This design comes from an exercise in tuning for small area on the open sky130 flow, not from production work.
Function was checked by simulation only, so behaviour that the tests miss may differ from the original.

==> module skinny_round_ctrl, before the edit <==
module skinny_round_ctrl (
   input  wire logic clk,
   input  wire logic rst,
   input  wire logic start,
   input  wire logic last_round,
   output logic      busy,
   output logic      idle,
   output logic      pol,
   output logic      done,
   output logic      round_end,
   output logic      s_hold,
   output logic      s_sbox,
   output logic      s_art,
   output logic      s_c0,
   output logic      s_c1,
   output logic      s_c2,
   output logic      s_tap4,
   output logic      s_tap8,
   output logic      s_tap12,
   output logic      k_hold,
   output logic      k_lfsr
);
   localparam int ROUND_CYC = 87;
   logic [6:0] t;
   logic       busy_nxt;
   logic       rpar;
   assign pol = t[0] ^ rpar;
   assign round_end = (t == 7'(ROUND_CYC - 1));
   always_ff @(posedge clk) begin
      if (rst) begin
         busy <= 1'b0;
         idle <= 1'b1;
         done <= 1'b0;
      end else begin
         busy <= busy_nxt;
         idle <= !busy_nxt;
         done <= busy && round_end && last_round;
      end
   end
   assign busy_nxt = busy ? !(round_end && last_round) : (start && !done);
   always_ff @(posedge clk) begin
      if (!busy) begin
         rpar <= 1'b0;
      end else if (round_end) begin
         rpar <= !rpar;
      end
   end
   always_ff @(posedge clk) begin
      if (!busy) begin
         t <= '1;
      end else if (round_end) begin
         t <= '0;
      end else begin
         t <= t + 1'b1;
      end
   end
   always_comb begin
      s_sbox  = (t < 7'd16);
      s_art   = (t < 7'd8);
      s_c0    = (t == 7'd0);
      s_c1    = (t == 7'd4);
      s_c2    = (t == 7'd11);
      s_hold  = (t >= 7'd8  && t <= 7'd10) || (t >= 7'd12 && t <= 7'd14) ||
                (t >= 7'd23 && t <= 7'd34) || (t >= 7'd39 && t <= 7'd41);
      s_tap4  = (t >= 7'd75 && t <= 7'd78) || (t >= 7'd83 && t <= 7'd86);
      s_tap8  = (t >= 7'd55 && t <= 7'd62) || (t >= 7'd67 && t <= 7'd70) ||
                (t >= 7'd79 && t <= 7'd82);
      s_tap12 = (t >= 7'd63 && t <= 7'd66) || (t >= 7'd71 && t <= 7'd74);
      k_hold  = (t == 7'd8) || (t >= 7'd11 && t <= 7'd13) || (t >= 7'd27 && t <= 7'd28) ||
                (t == 7'd42) || (t >= 7'd47 && t <= 7'd55);
      k_lfsr  = (t >= 7'd8 && t <= 7'd15);
   end
endmodule
==> module skinny_round_datapath, before the edit <==
module skinny_round_datapath (
   input  wire logic                   clk,
   input  wire logic                   busy,
   input  wire logic                   idle,
   input  wire logic                   pol,
   input  wire logic                   hold,
   input  wire logic                   sbox_en,
   input  wire logic                   art,
   input  wire logic                   c0,
   input  wire logic                   c1,
   input  wire logic                   c2,
   input  wire logic                   tap4,
   input  wire logic                   tap8,
   input  wire logic                   tap12,
   input  wire skinny_data_pkg::rc_t    rc,
   input  wire logic [7:0]             tk_x,
   input  wire skinny_data_pkg::block_t plaintext,
   output skinny_data_pkg::block_t      ciphertext
);
   logic [7:0] s [16];
   logic [7:0] src;
   logic [7:0] sb;
   logic [7:0] add;
   logic [7:0] nxt;
   logic [7:0] sb_in;
   logic       fix;
   assign src   = hold ? s[1] : s[0];
   assign sb_in = src ^ {8{pol}};
   skinny_sbox_layer u_sbox (
      .state_in  (sb_in),
      .state_out (sb)
   );
   assign fix = pol & ((sbox_en & !art) | tap4 | tap8 | tap12);
   assign add = (art ? tk_x : 8'h00) ^ {8{fix}} ^
                (c0 ? {4'h0, rc[3:0]} : 8'h00) ^
                (c1 ? {6'h0, rc[5:4]} : 8'h00) ^
                {6'h0, c2, 1'b0} ^
                (tap4 ? s[4] : 8'h00) ^
                (tap8 ? s[8] : 8'h00) ^
                (tap12 ? s[12] : 8'h00);
   assign nxt = (sbox_en ? sb : src) ^ add;
   function automatic logic [7:0] stage(input logic b, input logic nb,
                                        input logic [7:0] d, input logic [7:0] p);
      stage = ~((d | {8{nb}}) & (p | {8{b}}));
   endfunction
   always_ff @(posedge clk) begin
      s[0] <= stage(busy, idle, hold ? s[0] : s[1], plaintext[7:0]);
      for (int i = 1; i < 15; i++) begin
         s[i] <= stage(busy, idle, s[i+1], plaintext[135-8*i -: 8]);
      end
      s[15] <= stage(busy, idle, nxt, plaintext[15:8]);
   end
   for (genvar i = 0; i < 16; i++) begin : g_out
      assign ciphertext[127-8*i -: 8] = s[i];
   end
endmodule
==> module skinny_tweakey_schedule, before the edit <==
module skinny_tweakey_schedule (
   input  wire logic                     clk,
   input  wire logic                     busy,
   input  wire logic                     idle,
   input  wire logic                     hold,
   input  wire logic                     lfsr,
   input  wire logic                     pol,
   input  wire skinny_data_pkg::tweakey_t tweakey,
   output logic [7:0]                    head_x
);
   logic [7:0] k1 [16];
   logic [7:0] k2 [16];
   logic [7:0] k3 [16];
   logic [7:0] s1, s2, s3;
   logic [7:0] x1, x2, x3;
   function automatic logic [7:0] stage(input logic b, input logic nb,
                                        input logic [7:0] d, input logic [7:0] p);
      stage = ~((d | {8{nb}}) & (p | {8{b}}));
   endfunction
   assign s1 = hold ? k1[1] : k1[0];
   assign s2 = hold ? k2[1] : k2[0];
   assign s3 = hold ? k3[1] : k3[0];
   assign x1 = s1;
   assign x2 = lfsr ? {s2[6:0], s2[7] ^ s2[5] ^ pol} : s2;
   assign x3 = lfsr ? {s3[0] ^ s3[6] ^ pol, s3[7:1]} : s3;
   assign head_x = k1[0] ^ k2[0] ^ k3[0];
   logic [7:0] h1, h2, h3;
   assign h1 = hold ? k1[0] : k1[1];
   assign h2 = hold ? k2[0] : k2[1];
   assign h3 = hold ? k3[0] : k3[1];
   always_ff @(posedge clk) begin
      k1[0] <= stage(busy, idle, h1, tweakey.tk1[7:0]);
      k2[0] <= stage(busy, idle, h2, tweakey.tk2[7:0]);
      k3[0] <= stage(busy, idle, h3, tweakey.tk3[7:0]);
      for (int i = 1; i < 15; i++) begin
         k1[i] <= stage(busy, idle, k1[i+1], tweakey.tk1[135-8*i -: 8]);
         k2[i] <= stage(busy, idle, k2[i+1], tweakey.tk2[135-8*i -: 8]);
         k3[i] <= stage(busy, idle, k3[i+1], tweakey.tk3[135-8*i -: 8]);
      end
      k1[15] <= stage(busy, idle, x1, tweakey.tk1[15:8]);
      k2[15] <= stage(busy, idle, x2, tweakey.tk2[15:8]);
      k3[15] <= stage(busy, idle, x3, tweakey.tk3[15:8]);
   end
endmodule
clock: 4.5 ns
lec_check: 0
cap_margin: 20
core_margin: 2
core_utilization: 55
slew_margin: 20
standard.sh (not shown) runs the stock make flow with config.mk's settings and CLKGATE_MAP_FILE= SYNTH_SCRIPT=/design/flow/synth_recipe.tcl, a recipe that flattens the netlist after the stock synthesis.
==> flow/flow/run.sh <==
#!/bin/bash
# The standard layout, with the smallest buffer on each port instead of the
# one buffer_ports picks by default, and a clock tree built from fewer,
# smaller buffers without dummy loads.
set -euo pipefail
export BUFFER_PORTS_ARGS="-buffer_cell sky130_fd_sc_hd__buf_1"
export CTS_ARGS="-sink_clustering_enable -repair_clock_nets -dont_use_dummy_load -buf_list sky130_fd_sc_hd__clkbuf_8 -sink_clustering_size 16 -sink_clustering_max_diameter 60"
bash standard.sh > standard.log 2>&1
Next try:
--- a/flow/design.v
+++ b/flow/design.v
@@ -49,5 +49,5 @@
    logic       busy_nxt;
    logic       rpar;
-   assign pol = t[0] ^ rpar;
+   assign pol = ~(t[0] ^ rpar);
    assign round_end = (t == 7'(ROUND_CYC - 1));
    always_ff @(posedge clk) begin
@@ -71,7 +71,5 @@
    end
    always_ff @(posedge clk) begin
-      if (!busy) begin
-         t <= '1;
-      end else if (round_end) begin
+      if (!busy || round_end) begin
          t <= '0;
       end else begin
@@ -87,5 +85,5 @@
       s_hold  = (t >= 7'd8  && t <= 7'd10) || (t >= 7'd12 && t <= 7'd14) ||
                 (t >= 7'd23 && t <= 7'd34) || (t >= 7'd39 && t <= 7'd41);
-      s_tap4  = (t >= 7'd75 && t <= 7'd78) || (t >= 7'd83 && t <= 7'd86);
+      s_tap4  = (t >= 7'd75 && t <= 7'd78) || (t >= 7'd83);
       s_tap8  = (t >= 7'd55 && t <= 7'd62) || (t >= 7'd67 && t <= 7'd70) ||
                 (t >= 7'd79 && t <= 7'd82);
@@ -166,14 +164,10 @@
    logic [7:0] add;
    logic [7:0] nxt;
-   logic [7:0] sb_in;
-   logic       fix;
-   assign src   = hold ? s[1] : s[0];
-   assign sb_in = src ^ {8{pol}};
+   assign src = hold ? s[1] : s[0];
    skinny_sbox_layer u_sbox (
-      .state_in  (sb_in),
+      .state_in  (src),
       .state_out (sb)
    );
-   assign fix = pol & ((sbox_en & !art) | tap4 | tap8 | tap12);
-   assign add = (art ? tk_x : 8'h00) ^ {8{fix}} ^
+   assign add = (art ? tk_x ^ {8{pol}} : 8'h00) ^
                 (c0 ? {4'h0, rc[3:0]} : 8'h00) ^
                 (c1 ? {6'h0, rc[5:4]} : 8'h00) ^
@@ -185,12 +179,12 @@
    function automatic logic [7:0] stage(input logic b, input logic nb,
                                         input logic [7:0] d, input logic [7:0] p);
-      stage = ~((d | {8{nb}}) & (p | {8{b}}));
+      stage = (d & {8{b}}) | (p & {8{nb}});
    endfunction
    always_ff @(posedge clk) begin
-      s[0] <= stage(busy, idle, hold ? s[0] : s[1], plaintext[7:0]);
+      s[0] <= stage(busy, idle, hold ? s[0] : s[1], plaintext[127 -: 8]);
       for (int i = 1; i < 15; i++) begin
-         s[i] <= stage(busy, idle, s[i+1], plaintext[135-8*i -: 8]);
+         s[i] <= stage(busy, idle, s[i+1], plaintext[127-8*i -: 8]);
       end
-      s[15] <= stage(busy, idle, nxt, plaintext[15:8]);
+      s[15] <= stage(busy, idle, nxt, plaintext[7:0]);
    end
    for (genvar i = 0; i < 16; i++) begin : g_out
@@ -232,15 +226,12 @@
    assign h3 = hold ? k3[0] : k3[1];
    always_ff @(posedge clk) begin
-      k1[0] <= stage(busy, idle, h1, tweakey.tk1[7:0]);
-      k2[0] <= stage(busy, idle, h2, tweakey.tk2[7:0]);
-      k3[0] <= stage(busy, idle, h3, tweakey.tk3[7:0]);
-      for (int i = 1; i < 15; i++) begin
-         k1[i] <= stage(busy, idle, k1[i+1], tweakey.tk1[135-8*i -: 8]);
-         k2[i] <= stage(busy, idle, k2[i+1], tweakey.tk2[135-8*i -: 8]);
-         k3[i] <= stage(busy, idle, k3[i+1], tweakey.tk3[135-8*i -: 8]);
-      end
-      k1[15] <= stage(busy, idle, x1, tweakey.tk1[15:8]);
-      k2[15] <= stage(busy, idle, x2, tweakey.tk2[15:8]);
-      k3[15] <= stage(busy, idle, x3, tweakey.tk3[15:8]);
+      for (int i = 0; i < 15; i++) begin
+         k1[i] <= stage(busy, idle, (i == 0) ? h1 : k1[i+1], tweakey.tk1[127-8*i -: 8]);
+         k2[i] <= stage(busy, idle, (i == 0) ? h2 : k2[i+1], tweakey.tk2[127-8*i -: 8]);
+         k3[i] <= stage(busy, idle, (i == 0) ? h3 : k3[i+1], tweakey.tk3[127-8*i -: 8]);
+      end
+      k1[15] <= stage(busy, idle, x1, tweakey.tk1[7:0]);
+      k2[15] <= stage(busy, idle, x2, tweakey.tk2[7:0]);
+      k3[15] <= stage(busy, idle, x3, tweakey.tk3[7:0]);
    end
 endmodule
What happened:
- setup slack improved by 550 ps
- core utilization is higher by 0.38 points
- global-route usage grows by 1.2 points
- synthesized area goes up by 1.5%
- clock-buffer cell count is unchanged
- via count goes up by 1.3%
- non-clock buffer count goes down by 7
- wire length came out higher by 5.4%
- cell area came out higher by 1.4%

-- what the ideal ports hide --
The results above use ideal ports. As a check the final layouts listed here were re-extracted and re-timed, cells and wires unchanged. Step 1 assumes that a clkbuf_16 drives the clock port and a buf_2 every other input. Step 2 moves the port delays by t, midway between the first and last clock arrival at a register: inputs arrive t later, outputs are due t later. That takes back most of the time a late clock gives input paths. a / b / c = ideal / step 1 / step 2; a / b = the first two.
run	t (ns)	setup WS [ns]	worst hold slack (ns)	clock arrival spread, ns
the first run	0.610	0.583 / 0.583 / 0.583	0.371 / 0.371 / 0.371	0.103 / 0.103
the second run	0.622	1.133 / 1.133 / 1.133	0.348 / 0.348 / 0.348	0.103 / 0.104
After both steps every run listed still meets setup and hold.
